What follows belongs to an exercise in optimizing a design on an open flow for small area, a short achievable clock period and few clock cycles; a production flow would make more cautious choices. Where RTL was checked, it was by simulation tests only, not by an equivalence proof against the original. No functional check of the RTL was part of runs 1 and 2. Power is estimated from default activity; no workload was simulated.

**design/flow/config.mk**
```make
export PLATFORM = sky130hd
export DESIGN_NAME = hysteresis_peak_detector
export DESIGN_NICKNAME = hysteresis_peak_detector
export VERILOG_FILES = /design/flow/design.v
export SDC_FILE = /design/flow/constraint.sdc
export NUM_CORES = 4
export LEC_CHECK = 0
export CAP_MARGIN = 20
export CORE_MARGIN = 2
export CORE_UTILIZATION = 40
export SLEW_MARGIN = 20
```
**design/flow/run.sh**
```bash
#!/bin/bash
# synth_recipe.tcl (not shown) runs the flow's synth.tcl, then flattens the netlist and writes it again
# the make line also repeats each setting of config.mk as NAME=value (left out here)
make -C /OpenROAD-flow-scripts/flow DESIGN_CONFIG=/design/flow/config.mk WORK_HOME=/design/flow/orfs CLKGATE_MAP_FILE= SYNTH_SCRIPT=/design/flow/synth_recipe.tcl finish
```
**design/flow/constraint.sdc**
```tcl
create_clock -name core_clock -period 8.5 [get_ports {clk}]
set_input_delay 1.7000 -clock core_clock [delete_from_list [all_inputs] [get_ports {clk}]]
set_output_delay 1.7000 -clock core_clock [all_outputs]
set_load 0.01 [all_outputs]
```
**design/flow/design.v**
```verilog
package hpd_pkg;
	typedef enum logic [1:0] {
		REG_LOCAL_THR    = 2'd0,
		REG_GLOBAL_THR   = 2'd1,
		REG_MIN_INTERVAL = 2'd2
	} cfg_reg_t;
	localparam int unsigned CFG_INDEX_BITS = 2;
	localparam int unsigned INTERVAL_BITS  = 24;
	typedef struct packed {
		logic valid;     
		logic advance;   
	} pipe_ctrl_t;
endpackage
module hpd_carry #(
	parameter int unsigned N = 17
) (
	input  logic [N-1:0] x,
	input  logic [N-1:0] y,
	input  logic         cin,
	output logic         cout
);
	localparam int unsigned L = $clog2(N + 1);
	localparam int unsigned M = 1 << L;
	logic [(L+1)*M-1:0] g, p;
	assign g[0] = cin;
	assign p[0] = 1'b0;
	assign g[N:1] = x & y;
	assign p[N:1] = x | y;
	if (M > N + 1) begin : g_pad
		assign g[M-1:N+1] = '0;
		assign p[M-1:N+1] = '1;
	end
	for (genvar l = 0; l < L; l++) begin : g_lvl
		for (genvar i = 0; i < (M >> (l + 1)); i++) begin : g_node
			assign g[(l+1)*M + i] = g[l*M + 2*i + 1] | (p[l*M + 2*i + 1] & g[l*M + 2*i]);
			assign p[(l+1)*M + i] = p[l*M + 2*i + 1] & p[l*M + 2*i];
		end
		assign g[(l+1)*M + (M >> (l + 1)) +: (M - (M >> (l + 1)))] = '0;
		assign p[(l+1)*M + (M >> (l + 1)) +: (M - (M >> (l + 1)))] = '0;
	end
	assign cout = g[L*M];
endmodule
module hysteresis_peak_detector #(
	parameter int unsigned SAMPLE_BITS = 16,
	parameter int unsigned TIME_BITS   = 32
) (
	input  logic                          clk,
	input  logic                          arst_n,
	input  logic                          in_valid,
	output logic                          in_ready,
	input  logic signed [SAMPLE_BITS-1:0] sample_value,
	input  logic        [TIME_BITS-1:0]   sample_time,
	input  logic                          restart,
	output logic                          out_valid,
	input  logic                          out_ready,
	output logic        [TIME_BITS-1:0]   peak_time,
	output logic signed [SAMPLE_BITS-1:0] peak_value,
	input  logic                          cfg_valid,
	output logic                          cfg_ready,
	input  logic [hpd_pkg::CFG_INDEX_BITS-1:0] cfg_index,
	input  logic [((SAMPLE_BITS > hpd_pkg::INTERVAL_BITS) ?
	               SAMPLE_BITS : hpd_pkg::INTERVAL_BITS)-1:0] cfg_data
);
	localparam int unsigned WB = SAMPLE_BITS + 1;
	localparam int unsigned IB = hpd_pkg::INTERVAL_BITS;
	localparam int unsigned DW = ((TIME_BITS > IB) ? TIME_BITS : IB) + 1;
	logic        [SAMPLE_BITS-2:0] local_thr_q;
	logic signed [SAMPLE_BITS-1:0] global_thr_q;
	logic        [IB-1:0]          min_interval_q;
	assign cfg_ready = 1'b1;
	always_ff @(posedge clk or negedge arst_n) begin
		if (!arst_n) begin
			local_thr_q    <= '0;
			global_thr_q   <= '0;
			min_interval_q <= '0;
		end else if (cfg_valid) begin
			case (cfg_index)
				2'd0: local_thr_q    <= cfg_data[SAMPLE_BITS-2:0];
				2'd1: global_thr_q   <= $signed(cfg_data[SAMPLE_BITS-1:0]);
				2'd2: min_interval_q <= cfg_data[IB-1:0];
				default: ;
			endcase
		end
	end
	logic signed [SAMPLE_BITS-1:0] max_q, min_q;
	logic        [TIME_BITS-1:0]   max_t_q, prev_t_q;
	logic                          rising_q, seen_q, out_valid_q;
	logic signed [WB-1:0] ref_m, ref_h;
	logic                 ok;
	assign ref_m = rising_q ? {max_q[SAMPLE_BITS-1], max_q} : ~{min_q[SAMPLE_BITS-1], min_q};
	assign ref_h = ref_m - $signed({2'b00, local_thr_q});
	logic [TIME_BITS:0] cs_s, cs_k;
	logic               spaced, above;
	for (genvar i = 0; i < TIME_BITS; i++) begin : g_csa
		logic zb;
		assign zb = (i < IB) ? !min_interval_q[i] : 1'b1;
		assign cs_s[i]   = max_t_q[i] ^ !prev_t_q[i] ^ zb;
		assign cs_k[i+1] = (max_t_q[i] & !prev_t_q[i]) | (max_t_q[i] & zb) | (!prev_t_q[i] & zb);
	end
	assign cs_s[TIME_BITS] = 1'b0;
	assign cs_k[0]         = 1'b0;
	hpd_carry #(.N(TIME_BITS + 1)) u_spaced (
		.x   (cs_s),
		.y   (cs_k),
		.cin (1'b1),
		.cout(spaced)
	);
	hpd_carry #(.N(SAMPLE_BITS)) u_above (
		.x   ({!max_q[SAMPLE_BITS-1], max_q[SAMPLE_BITS-2:0]}),
		.y   (~{!global_thr_q[SAMPLE_BITS-1], global_thr_q[SAMPLE_BITS-2:0]}),
		.cin (1'b0),
		.cout(above)
	);
	assign ok = above && (!seen_q || spaced);
	logic signed [WB-1:0] v_c;
	logic acc, gt, lt, fire;
	assign in_ready = !out_valid_q || out_ready;
	assign acc      = in_valid && in_ready;
	assign v_c      = rising_q ? {sample_value[SAMPLE_BITS-1], sample_value}
	                         : ~{sample_value[SAMPLE_BITS-1], sample_value};
	hpd_carry #(.N(WB)) u_gt (
		.x   ({!v_c[WB-1], v_c[WB-2:0]}),
		.y   (~{!ref_m[WB-1], ref_m[WB-2:0]}),
		.cin (1'b0),
		.cout(gt)
	);
	hpd_carry #(.N(WB)) u_lt (
		.x   ({!ref_h[WB-1], ref_h[WB-2:0]}),
		.y   (~{!v_c[WB-1], v_c[WB-2:0]}),
		.cin (1'b0),
		.cout(lt)
	);
	assign fire = acc && !restart && rising_q && lt && ok;
	always_ff @(posedge clk or negedge arst_n) begin
		if (!arst_n) begin
			max_q       <= '0;
			max_t_q     <= '0;
			rising_q    <= 1'b1;
			seen_q      <= 1'b0;
			out_valid_q <= 1'b0;
		end else begin
			out_valid_q <= fire || (out_valid_q && !out_ready);
			if (acc) begin
				if (restart || (rising_q ? gt : lt)) begin
					max_q   <= sample_value;
					max_t_q <= sample_time;
				end
				rising_q <= restart || (rising_q ? !lt : lt);
				if (restart)
					seen_q <= 1'b0;
				else if (fire)
					seen_q <= 1'b1;
			end
		end
	end
	always_ff @(posedge clk) begin
		if (acc && (rising_q ? lt : gt))
			min_q <= sample_value;
		if (fire)
			prev_t_q <= max_t_q;
	end
	assign out_valid  = out_valid_q;
	assign peak_time  = max_t_q;
	assign peak_value = max_q;
endmodule
```
==> results of run 1 <==
==> Yosys cell counts (all sizes together) (3+ instances only) <==
cell type  instances  area share, %
o21bai             3           0.22
a21oi             30            1.5
mux2              42            4.7
mux2i             11            1.1
o311a              3           0.41
a221oi            15            1.3
o211ai             8           0.60
inv              107            4.0
nand2             39            1.5
and3               6           0.37
a21o               4           0.30
a32oi             49            4.3
fa                25            5.0
o31ai              4           0.30
nand2b            17            1.1
nor4               3           0.19
o22ai             13           0.81
o21ai            100            5.0
xnor2              8           0.69
nor2              28            1.0
clkbuf            49            1.8
nor2b             11           0.68
a21boi             3           0.22
o21a               5           0.37
ha                24            3.0
a31oi              5           0.31
a22o               3           0.26
o2bb2ai            3           0.26
nand3              4           0.20
nor3              10           0.55
xor2              10           0.87
a2111oi            3           0.51
edfxtp            48             14
a221o             51            5.1
a22oi             53            3.9
maj3              14            1.4
a222oi             4           0.40
buf               19            1.3
a211oi            11           0.82
o221ai            13            1.1
dfrtp            105             26
and2               4           0.25
==> path summary, 6_finish.rpt <==
path | slack [ps] | start | endpoint | cells past startpoint
setup / recovery | 2430 | rising_q | max_t_q[2] | 16
hold / removal | 510 | global_thr_q[0] | global_thr_q[0] | 1
setup reg to reg | 2430 | rising_q | max_t_q[2] | 16
hold reg to reg | 510 | global_thr_q[0] | global_thr_q[0] | 1
max in group asynchronous | 5940 | arst_n | max_q[7] | 2
min in group asynchronous | 1300 | arst_n | max_t_q[1] | 1
==> logic make-up (layout without fill, tap and decap cells) <==
kind of cell             after synthesis  in the layout
other                                  1              1
AO/OA/AOI/OAI                        392            392
buffers and inverters                176            284
multiplexers                          53             53
AND/OR/NAND/NOR                      135            135
flip-flops                           154            154
adder cells (fa/ha/maj)               63             63
XOR/XNOR                              18             18
==> state kept, by name (all words and copies together), names as in the netlist <==
signal,cells
global_thr_q,16
local_thr_q,15
max_q,16
max_t_q,32
min_interval_q,24
min_q,16
out_valid_q,1
prev_t_q,32
rising_q,1
seen_q,1
==> metrics by stage <==
stage | hold WS, ps | std cells | instance area, um2 | total power [uW] | utilization [%]
floorplan | 470 | 992 | 10100 | 3360 | -
global placement | 485 | 1398 | 11600 | 4260 | 46.6
detailed placement | 490 | 1398 | 11600 | 4300 | 46.6
CTS | 507 | 1430 | 12200 | 5110 | 49.0
global route | 519 | 1430 | 12200 | 5510 | 49.0
finish | 511 | 1430 | 12200 | 5100 | 49.0
==> cell type report <==
type	count	area [um2]
multi-input combinational	662	5320
clock inverter	14	169
inverter	108	405
sequential	154	4100
timing repair buffer	144	1400
tap	330	413
clock buffer	18	429
fill	2344	12700
==> layer usage <==
layer,track usage (%),vias up,routed length (um)
met4,5.27,0,381
met5,0,-,0
met1,31.0,4307,13500
met3,3.49,27,1370
li1,-,4015,-
met2,37.6,267,14300
==> power by group through the flow <==
stage                     registers, uW  logic [uW]  clock network, uW
after floorplan                    1340        2030                  0
after global placement             1410        2860                  0
after detailed placement           1410        2900                  0
after CTS                          1400        2910                801
after global routing               1440        3240                828
final                              1400        2920                785
==> results.yml, run 1 <==
die:
  io_pins: 131
  die_w_um: 163
  fp.dieArea_um2: 26500
  num_rows: 58
  start_util_pct: 40.4
  die_y_um: 163
  core_area_um2: 25000
global_routing:
  grt_pass1_wl_um: 46300
  grt.total_usage_pct: 22.5
  grt_pass1_vias: 8336
  grt_remaining_overflow: 0
  antenna_found_initial: 0
  grt_max_degree: 60
sta:
  fin_crit_sh_pct: 71.4
  hold_viol: 0
  skew_ps: 14.7
  slew_viol_final: 0
  finalSetupViolations: 0
  finalWorstSetupSlack_ps: 2430
  period_minus_slack_ps: 6070
  rsz0062_at_grt: "false"
  tightest_slew_ps: 1170
  finalSetupTns_ps: 0
  fmax_mhz: 165
  slew_headroom_pct: 21.7
clock_tree:
  clk_path_buf_depth: 2
  htree_levels: 4
  clock-sinks: 154
  cts_resized: 0
  cts_tree: "built"
  clkLatencyLatePin_ps: 430
  cts_setup_buffers: 0
  cts_buffers: 17
  postCtsHoldBufs: 0
  cts-root-buf: "clkbuf_16"
  clk_pin_slew_ps: 70
cells_and_area:
  post_route_cells_drive_above_1_share_pct: 9.82
  mostFrequentLayoutCell: "clkdlybuf4s50_1"
  final_cell_mix: "clkdlybuf4s50_1, inv_1, dfrtp_1, o21ai_0, a22oi_1"
  nNetsFinal: 1216
  antennaDiodeCount: 0
  syn2layout_area_growth_pct: 21.2
route:
  routed_wl_um: 29500
  via_count: 8616
  routed_via_density: 6.03
  routedWlPerCell_um: 20.7
  drt-initial-drc-count: 712
  dr.pass1.iters: 5
  drcViolationCount: 0
  detail-route-antenna-nets: 0
placement:
  place_ws_ps: 2480
  place.port_buffers: 129
  gp_congestion: 0.882
  dpl.hpwl_um: 20700
power:
  p_int_uw: 2840
  swShare_pct: 44.4
  pwr-share-comb_pct: 57.2
  clockPowerShare_pct: 15.4
  cellPowerDensity_nw_per_um2: 417
  seqPwrFrac_pct: 27.4
  leakage_uw: 0.00480
  power_switching_uw: 2270
  irDropWorstVdd_uv: 271
setup_path:
  critPathMaxFanout: 34
  crit_top_cell: "buf_4"
  crit_type: "register to register"
  cp_top_family: "simple AND/OR/NAND/NOR gates"
  worst_ep_required_time_ps: 8870
  critPathMaxStageDelay_ps: 780
  cpMaxStageDelayCell: "nor3_4"
  critPathLaunchType: "register"
  path_cells: "inv_2, buf_4, mux2i_1, ha_1, and3_1, or3b_4, o311a_4, a21boi_1, xnor2_1, o221ai_1, a32oi_1, a2111oi_2, or3_4, nor3_4, buf_4, a221o_1"
  critPathBufInv: 3
  cp.arrival_ps: 6440
  end_kind: "register"
logic_synthesis:
  synthMuxAreaShare_pct: 5.78
  syn_area_per_cell_um2: 10.2
  yosysWarningCount: 1
  synth_seq_cells: 154
  synth_flop_cell: "dfrtp_1"
  synthAdderAreaFrac_pct: 9.32
  synth_compound_area_share_pct: 28.8
  synthXorXnorAreaFrac_pct: 1.56
  ys_async_sr_fraction_pct: 68.8
  synth-simple-area-share_pct: 6.81
  synth_top_family_by_area: "compound AO/OA/AOI/OAI gates"
  syn_inst: 992
  synth_enable_flop_cells: 48
  synth_cell_type_count: 71
  synth_fp_nets: 1121
  seq_area_frac_synth_pct: 40.6
  syn_area_um2: 10100
hold_path:
  hold_path.class: "register to register"
status:
  status: "finished clean"
run:
  drv_cap: 0
==> run 2: changes to the inputs <==
--- a/design/flow/config.mk
+++ b/design/flow/config.mk
@@ -8,4 +8,5 @@
 export CAP_MARGIN = 20
 export CORE_MARGIN = 2
 export CORE_UTILIZATION = 40
+export SETUP_SLACK_MARGIN = 4
 export SLEW_MARGIN = 20
==> run 2 against run 1 <==
Synthesized cell count did not move. Worst setup slack gained 1100 ps. Die area did not move. Largest power group unchanged. Hold slack got worse by 4.1 ps. Clock-buffer cell count unchanged. Combinational power is 27% higher. Synthesized area unchanged. Clock power shrank 2%. Maximum frequency rose by 23%. Sequential power barely moved. Global-route usage up 2.4 points. Register-to-register slack improved by 1100 ps.
==> results.yml, run 2 <==
setup_path:
  cpMaxStageDelayCell: "dfstp_4"
  cp.arrival_ps: 5120
  startpoint: "rising_q"
  critPathMaxStageDelay_ps: 770
  reg2reg_depth: 20
  crit_type: "register to register"
  cp_top_family: "compound AO/OA/AOI/OAI gates"
  critPathLaunchType: "register"
  path_cells: "nor2_4, a21oi_4, ha_2, inv_2, fa_2, buf_4, xor2_4, buf_4, a21oi_1, a21oi_1, o21ai_1, a211oi_2, a311oi_1, o211ai_1, a2111oi_4, or3_4, or4_4, nor3_4, buf_12, clkbuf_16"
  critPathMaxFanout: 8
  end_kind: "register"
  worst_ep_required_time_ps: 8660
  r2r_start: "rising_q"
  cp.depth: 20
  critPathBufInv: 5
placement:
  dpl.hpwl_um: 19800
  gp_congestion: 0.921
  dpl_cell_area_um2: 11600
  dp.cells: 1395
  place.port_buffers: 129
cells_and_area:
  final_cell_mix: "clkdlybuf4s50_1, dfrtp_1, inv_1, o21ai_0, a22oi_1"
  utilization_pct: 52.9
  fin_area_um2: 13200
  nNetsFinal: 1261
  post_route_cells_drive_above_1_share_pct: 16.3
  mostFrequentLayoutCell: "clkdlybuf4s50_1"
  largestRegisters: "max_t_q: 32 flops, prev_t_q: 32 flops, min_interval_q: 24 flops"
  antennaDiodeCount: 0
  syn2layout_area_growth_pct: 30.8
  fin_cells: 1475
  fillers: 2267
logic_synthesis:
  syn_inst: 992
  synth_flop_cell: "dfrtp_1"
  yosysWarningCount: 1
  synth.most_common_cell: "inv_1"
  ys_top_cells_by_area: "dfrtp_1, edfxtp_1, a221o_1, fa_1, o21ai_0"
  synth_fp_nets: 1121
  ys_async_sr_fraction_pct: 68.8
  syn_area_um2: 10100
  synth_cell_type_count: 71
  synth_enable_flop_cells: 48
  synth_top_area_share_pct: 26.0
  synth_top_cell_by_area: "dfrtp_1"
  synth_common_cells: "inv_1, dfrtp_1, o21ai_0"
  seq_area_frac_synth_pct: 40.6
  syn_area_per_cell_um2: 10.2
  synth_seq_cells: 154
route:
  drcViolationCount: 0
  routed_via_density: 6.23
  dr.pass1.iters: 6
  via_count: 9193
  routed_wl_um: 33800
  drt-initial-drc-count: 779
  detail-route-antenna-nets: 0
  routedWlPerCell_um: 22.9
sta:
  slew_headroom_pct: 36.8
  finalSetupTns_ps: 0
  skew_ps: 15.4
  slew_viol_final: 0
  hold_viol: 0
  rsz0062_at_grt: "true"
  fin_crit_sh_pct: 58.3
  period_minus_slack_ps: 4950
  tightest_slew_ps: 949
  finalSetupViolations: 0
  hold_ws_ps: 507
  fmax_mhz: 202
global_routing:
  antenna_found_initial: 0
  grt_pass1_vias: 8771
  grt.total_usage_pct: 24.9
  grt_pass1_wl_um: 50500
  grt_remaining_overflow: 0
  grt_max_degree: 73
clock_tree:
  clkLatencyLatePin_ps: 440
  cts_buffers: 17
  cts-root-buf: "clkbuf_16"
  clock-sinks: 154
  clk_pin_slew_ps: 70
  htree_levels: 4
  postCtsHoldBufs: 0
  cts_tree: "built"
  clk_path_buf_depth: 2
status:
  status: "finished clean"
die:
  io_pins: 131
  die_w_um: 163
  fp.dieArea_um2: 26500
  die_y_um: 163
  core_area_um2: 25000
  num_rows: 58
  start_util_pct: 40.4
hold_path:
  holdPathStages: 1
  min_from: "global_thr_q[12]"
  hold_path.class: "register to register"
power:
  cellPowerDensity_nw_per_um2: 446
  leakage_uw: 0.00519
  irDropWorstVdd_uv: 228
run:
  drv_cap: 0
[run 2: cell types whose count changed in the layout (fill, tap and decap cells not counted), sizes merged]
cell / before / now
bufinv: 3 / 0
nor3: 10 / 12
inv: 111 / 117
dlygate4sd2: 0 / 5
dlymetal6s2s: 0 / 2
buf: 16 / 48
clkinvlp: 1 / 2
clkdlybuf4s50: 128 / 121
and3: 6 / 11
clkbuf: 18 / 20
[run 2: metal layers]
metal	vias to the layer above	part of all wire (%)	wire (um)	global-route usage [%]
met2	425	48	16300	42.1
li1	4126	-	-	-
met4	0	1.9	644	6.96
met5	-	0	0	0
met1	4589	43	14400	32.8
met3	53	7.2	2420	4.48
[run 2: worst register-to-register path: cells and delay by family (launching register included)]
family                   cells  cell delay (ps)
flip-flops                   1              770
XOR/XNOR                     1              250
adder cells (fa/ha/maj)      2              560
buffers and inverters        5              700
AO/OA/AOI/OAI                8             1230
AND/OR/NAND/NOR              4             1150
[run 2: layout make-up]
| cell class | instances | area (um2) | area share, % |
|---|---|---|---|
| tap | 330 | 413 | 3.13 |
| timing repair inverter | 4 | 60.1 | 0.455 |
| inverter | 108 | 432 | 3.27 |
| multi-input combinational | 669 | 5670 | 42.9 |
| clock buffer | 18 | 439 | 3.33 |
| clock inverter | 14 | 148 | 1.12 |
| timing repair buffer | 178 | 1940 | 14.7 |
| sequential | 154 | 4100 | 31.1 |
[run 2: cells by family (layout without fill, tap and decap cells)]
| group | after synthesis | count (layout) | synth area share, % |
|---|---|---|---|
| AOI/OAI and AO/OA | 392 | 392 | 28.8 |
| buffers and inverters | 176 | 322 | 7.15 |
| DFF | 154 | 154 | 40.6 |
| and+or+nand+nor | 135 | 142 | 6.81 |
| adders and majority gates | 63 | 63 | 9.32 |
| muxes | 53 | 53 | 5.78 |
| xor gates and xnor gates | 18 | 18 | 1.56 |
| other | 1 | 1 | 0.0372 |
[run 2: repair_timing]
| item | CTS | global route |
|---|---|---|
| setup endpoints to repair | 100 | 99 |
| buffers inserted | 23 | 8 |
| cloned | 14 | 3 |
| gates resized for setup | 65 | 20 |
| pin swaps | 16 | 19 |
[run 2: through the flow]
stage	setup slack (ps)	power, uW
after floorplan	2870	3410
after global placement	2700	4280
after detailed placement	2640	4320
after CTS	3550	5660
after global routing	3450	6240
final	3550	5890
[run 2: path summary, 6_finish.rpt]
kind	endpoint	slack, ps
worst max-delay path	prev_t_q[18]	3550
worst min-delay path	global_thr_q[12]	510
worst max register to register	prev_t_q[18]	3550
worst min register to register	global_thr_q[12]	510
max in group asynchronous	max_q[6]	5940
min in group asynchronous	min_interval_q[16]	1210
[run 2: where the power goes]
group	switching, uW	leakage, uW	internal [uW]
Clock	368	0.000283	400
Combinational	1990	0.00321	1740
Sequential	338	0.00170	1060
==> run 3: changes to the inputs <==
==> design/flow/design.v (replaced) <==
package hpd_pkg;
	typedef enum logic [1:0] {
		REG_LOCAL_THR    = 2'd0,
		REG_GLOBAL_THR   = 2'd1,
		REG_MIN_INTERVAL = 2'd2
	} cfg_reg_t;
	localparam int unsigned CFG_INDEX_BITS = 2;
	localparam int unsigned INTERVAL_BITS  = 24;
	typedef struct packed {
		logic valid;     
		logic advance;   
	} pipe_ctrl_t;
endpackage
module hysteresis_peak_detector #(
	parameter int unsigned SAMPLE_BITS = 16,
	parameter int unsigned TIME_BITS   = 32
) (
	input  logic                          clk,
	input  logic                          arst_n,
	input  logic                          in_valid,
	output logic                          in_ready,
	input  logic signed [SAMPLE_BITS-1:0] sample_value,
	input  logic        [TIME_BITS-1:0]   sample_time,
	input  logic                          restart,
	output logic                          out_valid,
	input  logic                          out_ready,
	output logic        [TIME_BITS-1:0]   peak_time,
	output logic signed [SAMPLE_BITS-1:0] peak_value,
	input  logic                          cfg_valid,
	output logic                          cfg_ready,
	input  logic [hpd_pkg::CFG_INDEX_BITS-1:0] cfg_index,
	input  logic [((SAMPLE_BITS > hpd_pkg::INTERVAL_BITS) ?
	               SAMPLE_BITS : hpd_pkg::INTERVAL_BITS)-1:0] cfg_data
);
	localparam int unsigned WB = SAMPLE_BITS + 1;
	localparam int unsigned IB = hpd_pkg::INTERVAL_BITS;
	localparam int unsigned DW = ((TIME_BITS > IB) ? TIME_BITS : IB) + 1;
	logic        [SAMPLE_BITS-2:0] local_thr_q;
	logic signed [SAMPLE_BITS-1:0] global_thr_q;
	logic        [IB-1:0]          min_interval_q;
	assign cfg_ready = 1'b1;
	always_ff @(posedge clk or negedge arst_n) begin
		if (!arst_n) begin
			local_thr_q    <= '0;
			global_thr_q   <= '0;
			min_interval_q <= '0;
		end else if (cfg_valid) begin
			case (cfg_index)
				2'd0: local_thr_q    <= cfg_data[SAMPLE_BITS-2:0];
				2'd1: global_thr_q   <= $signed(cfg_data[SAMPLE_BITS-1:0]);
				2'd2: min_interval_q <= cfg_data[IB-1:0];
				default: ;
			endcase
		end
	end
	logic signed [SAMPLE_BITS-1:0] max_q, min_q;
	logic        [TIME_BITS-1:0]   max_t_q, prev_t_q;
	logic                          rising_q, seen_q, out_valid_q;
	logic signed [WB-1:0] base, sum, thr_x, thr_y;
	logic signed [DW-1:0] gap;
	logic                 ok;
	assign base  = rising_q ? WB'(max_q) : WB'(min_q);
	assign sum   = rising_q ? base - $signed({2'b00, local_thr_q})
	                        : base + $signed({2'b00, local_thr_q});
	assign thr_x = rising_q ? WB'(max_q) : sum;    
	assign thr_y = rising_q ? sum : WB'(min_q);    
	assign gap = $signed({{(DW-TIME_BITS){1'b0}}, max_t_q})
	           - $signed({{(DW-TIME_BITS){1'b0}}, prev_t_q});
	assign ok  = (max_q > global_thr_q)
	          && (!seen_q || (gap > $signed({{(DW-IB){1'b0}}, min_interval_q})));
	logic acc, gt, lt, fire;
	assign in_ready = !out_valid_q || out_ready;
	assign acc      = in_valid && in_ready;
	assign gt       = WB'(sample_value) > thr_x;
	assign lt       = WB'(sample_value) < thr_y;
	assign fire     = acc && !restart && rising_q && lt && ok;
	always_ff @(posedge clk or negedge arst_n) begin
		if (!arst_n) begin
			max_q       <= '0;
			max_t_q     <= '0;
			rising_q    <= 1'b1;
			seen_q      <= 1'b0;
			out_valid_q <= 1'b0;
		end else begin
			out_valid_q <= fire || (out_valid_q && !out_ready);
			if (acc) begin
				if (restart || gt) begin
					max_q   <= sample_value;
					max_t_q <= sample_time;
				end
				rising_q <= restart || (rising_q ? !lt : gt);
				if (restart)
					seen_q <= 1'b0;
				else if (fire)
					seen_q <= 1'b1;
			end
		end
	end
	always_ff @(posedge clk) begin
		if (acc && lt)
			min_q <= sample_value;
		if (fire)
			prev_t_q <= max_t_q;
	end
	assign out_valid  = out_valid_q;
	assign peak_time  = max_t_q;
	assign peak_value = max_q;
endmodule
--- a/design/flow/config.mk
+++ b/design/flow/config.mk
@@ -8,5 +8,4 @@
 export CAP_MARGIN = 20
 export CORE_MARGIN = 2
 export CORE_UTILIZATION = 40
-export SETUP_SLACK_MARGIN = 4
 export SLEW_MARGIN = 20
==> run 3 against run 2 <==
Non-clock buffer count decreased by 40. Critical path depth unchanged. Synthesized cell count increased by 1.1%. Core utilization decreased by 3.6 points. Die area increased by 4.3%. Global-route usage decreased by 6.7 points. Sequential power decreased by 5%. Largest power group unchanged.
==> results.yml, run 3 <==
clock_tree:
  cts_setup_buffers: 0
  clock-sinks: 154
  clk_pin_slew_ps: 60
  cts_tree: "built"
  cts-root-buf: "clkbuf_16"
  cts_resized: 0
  clkLatencyLatePin_ps: 440
  clk_path_buf_depth: 2
  htree_levels: 4
  postCtsHoldBufs: 0
  cts_buffers: 17
run:
  drv_cap: 0
route:
  drt-initial-drc-count: 461
  via_count: 7750
  routedWlPerCell_um: 16.5
  drcViolationCount: 0
  dr.pass1.iters: 4
  routed_wl_um: 24500
  routed_via_density: 5.23
  detail-route-antenna-nets: 0
placement:
  place.port_buffers: 129
  gp_congestion: 0.845
  dpl_cell_area_um2: 12200
  dpl.hpwl_um: 18800
sta:
  fin_crit_sh_pct: 72.4
  skew_ps: 16.3
  period_minus_slack_ps: 6160
  tightest_slew_ps: 833
  fmax_mhz: 162
  rsz0062_at_grt: "false"
  finalSetupViolations: 0
  hold_viol: 0
  slew_viol_final: 0
  slew_headroom_pct: 44.5
  finalSetupTns_ps: 0
cells_and_area:
  largestRegisters: "max_t_q: 32 flops, prev_t_q: 32 flops, min_interval_q: 24 flops"
  final_cell_mix: "clkdlybuf4s50_1, ha_1, mux2_2, dfrtp_1, inv_1"
  fillers: 2412
  multi_input_area_um2: 5950
  nNetsFinal: 1339
  syn2layout_area_growth_pct: 21.5
  mostFrequentLayoutCell: "clkdlybuf4s50_1"
  regArea_um2: 4100
  fin_area_um2: 12800
  antennaDiodeCount: 0
  utilization_pct: 49.3
  post_route_cells_drive_above_1_share_pct: 14.5
die:
  fp.dieArea_um2: 27700
  die_w_um: 166
  core_area_um2: 26000
  num_rows: 59
  start_util_pct: 40.5
  io_pins: 131
  die_y_um: 166
logic_synthesis:
  synth_common_cells: "ha_1, mux2_2, dfrtp_1"
  syn_inst: 1003
  ys_async_sr_fraction_pct: 68.8
  synth_cell_type_count: 72
  synth_top_cell_by_area: "dfrtp_1"
  synth.most_common_cell: "ha_1"
  synth_flop_cell: "dfrtp_1"
  synth_enable_flop_cells: 48
  synth_seq_cells: 154
  synth_fp_nets: 1207
  yosysWarningCount: 1
  synth_top_area_share_pct: 24.9
  ys_top_cells_by_area: "dfrtp_1, ha_1, edfxtp_1, mux2_2, inv_1"
  syn_area_um2: 10500
  syn_area_per_cell_um2: 10.5
  seq_area_frac_synth_pct: 38.9
setup_path:
  crit_type: "register to register"
  critPathMaxStageDelay_ps: 860
  cp.arrival_ps: 6470
  critPathMaxFanout: 31
  critPathBufInv: 2
  cp_top_family: "compound AO/OA/AOI/OAI gates"
  end_kind: "register"
  cpMaxStageDelayCell: "dfstp_2"
  critPathLaunchType: "register"
  worst_ep_required_time_ps: 8810
  path_cells: "buf_4, mux2_2, ha_1, o21ai_0, a21boi_0, o211ai_1, a21oi_1, nor3_1, o311ai_0, a21oi_1, xnor2_1, mux2i_1, ha_1, nor4b_1, o21ai_0, a31oi_1, a41oi_1, nand3_2, buf_4, mux2_2"
power:
  design_power_total_uw: 6150
  leakage_uw: 0.00569
  irDropWorstVdd_uv: 233
  cellPowerDensity_nw_per_um2: 480
status:
  status: "finished clean"
hold_path:
  hold_path.class: "register to register"
global_routing:
  grt.total_usage_pct: 18.2
  grt_max_degree: 62
  antenna_found_initial: 0
  grt_remaining_overflow: 0
  grt_pass1_vias: 7844
  grt_pass1_wl_um: 40200
## run 3: changes by cell type in the layout (fill, tap and decap cells not counted), moves of 48 or more
cell / change
ha_1: +102
o21ai_0: -56
a221o_1: -50
a32oi_1: -48
mux2_2: +69
a22oi_1: -51
## run 3: final timing paths
path,startpoint,slack (ps),to,depth (start not counted)
worst max register to register,rising_q,2340,max_q[14],20
max in group asynchronous,arst_n,6000,local_thr_q[5],2
min in group asynchronous,arst_n,1350,max_q[4],1
worst min-delay path,global_thr_q[15],500,global_thr_q[15],1
worst max-delay path,rising_q,2340,max_q[14],20
worst min register to register,global_thr_q[15],500,global_thr_q[15],1
## run 3: cell type report
type,count,area share [%]
sequential,154,32.0
clock inverter,13,1.22
timing repair buffer,138,10.6
inverter,104,3.05
multi-input combinational,720,46.5
clock buffer,19,3.38
tap,335,3.27
## run 3: per-layer routing
layer	vias up	GRT usage [%]	wire (um)
li1	3907	-	-
met1	3695	24.3	11700
met2	132	30.3	11500
met3	16	3.72	866
met4	0	4.50	325
met5	-	0	0
## run 3: per-stage QoR
stage	setup slack [ps]	instances	hold WS [ps]
floorplan	1850	1003	479
global placement	2450	1451	487
detailed placement	2260	1451	489
CTS	2270	1483	507
global route	1690	1483	522
finish	2340	1483	502
## run 3: report_power, final
part           switching [uW]  leakage (uW)  internal (uW)
clock network             342      0.000281            442
registers                 250       0.00169           1080
logic                    2120       0.00372           1920
## run 3: worst register-to-register path, cell delays in order, from the launching register on
cell and delay, ps:
dfstp_2 860, buf_4 370, mux2_2 370, ha_1 300, o21ai_0 100, a21boi_0 330
o211ai_1 160, a21oi_1 230, nor3_1 130, o311ai_0 370, a21oi_1 140, xnor2_1 190
mux2i_1 120, ha_1 320, nor4b_1 250, o21ai_0 180, a31oi_1 180, a41oi_1 70
nand3_2 440, buf_4 520, mux2_2 400
## run 3: cell families after synthesis
| group | after synthesis | share of synthesized area [%] |
|---|---|---|
| fa+ha+maj | 124 | 14.9 |
| xor+xnor | 49 | 4.07 |
| buf+inv | 129 | 4.77 |
| compound gates | 223 | 14.0 |
| simple gates | 181 | 8.61 |
| mux | 142 | 14.8 |
| flops | 154 | 38.9 |
| other cells | 1 | 0.0356 |
Testbench counts of run 3, summed over its fixed seeds: cycles 17,523.

what the ideal ports hide:
The flow's constraints put no driver on any port. The routed layouts listed below were extracted and timed again, unchanged, in two steps.
Step 1 assumes that a clkbuf_16 drives the clock port and a buf_2 every other input.
Step 2, shift: input delay + t, output delay - t, t = (earliest + latest rising clock arrival at the registers) / 2. This alone moves slack from input paths to output paths.
Slacks: no drivers / after step 1 / after step 2; pairs: no drivers / after step 1.
run	t (ns)	slack for setup (ns)	latest minus earliest clock arrival (ns)	pins driven straight from the clock port
run 1	0.471	2.431 / 2.431 / 2.431	0.015 / 0.014	1
run 2	0.481	3.547 / 3.547 / 3.213	0.016 / 0.016	1
run 3	0.478	2.342 / 2.342 / 2.342	0.017 / 0.017	1
After both steps every run listed still meets setup and hold. For run 2, which loses most, drivers alone change the setup slack by 0.000 ns; drivers and shift together by -0.334 ns.
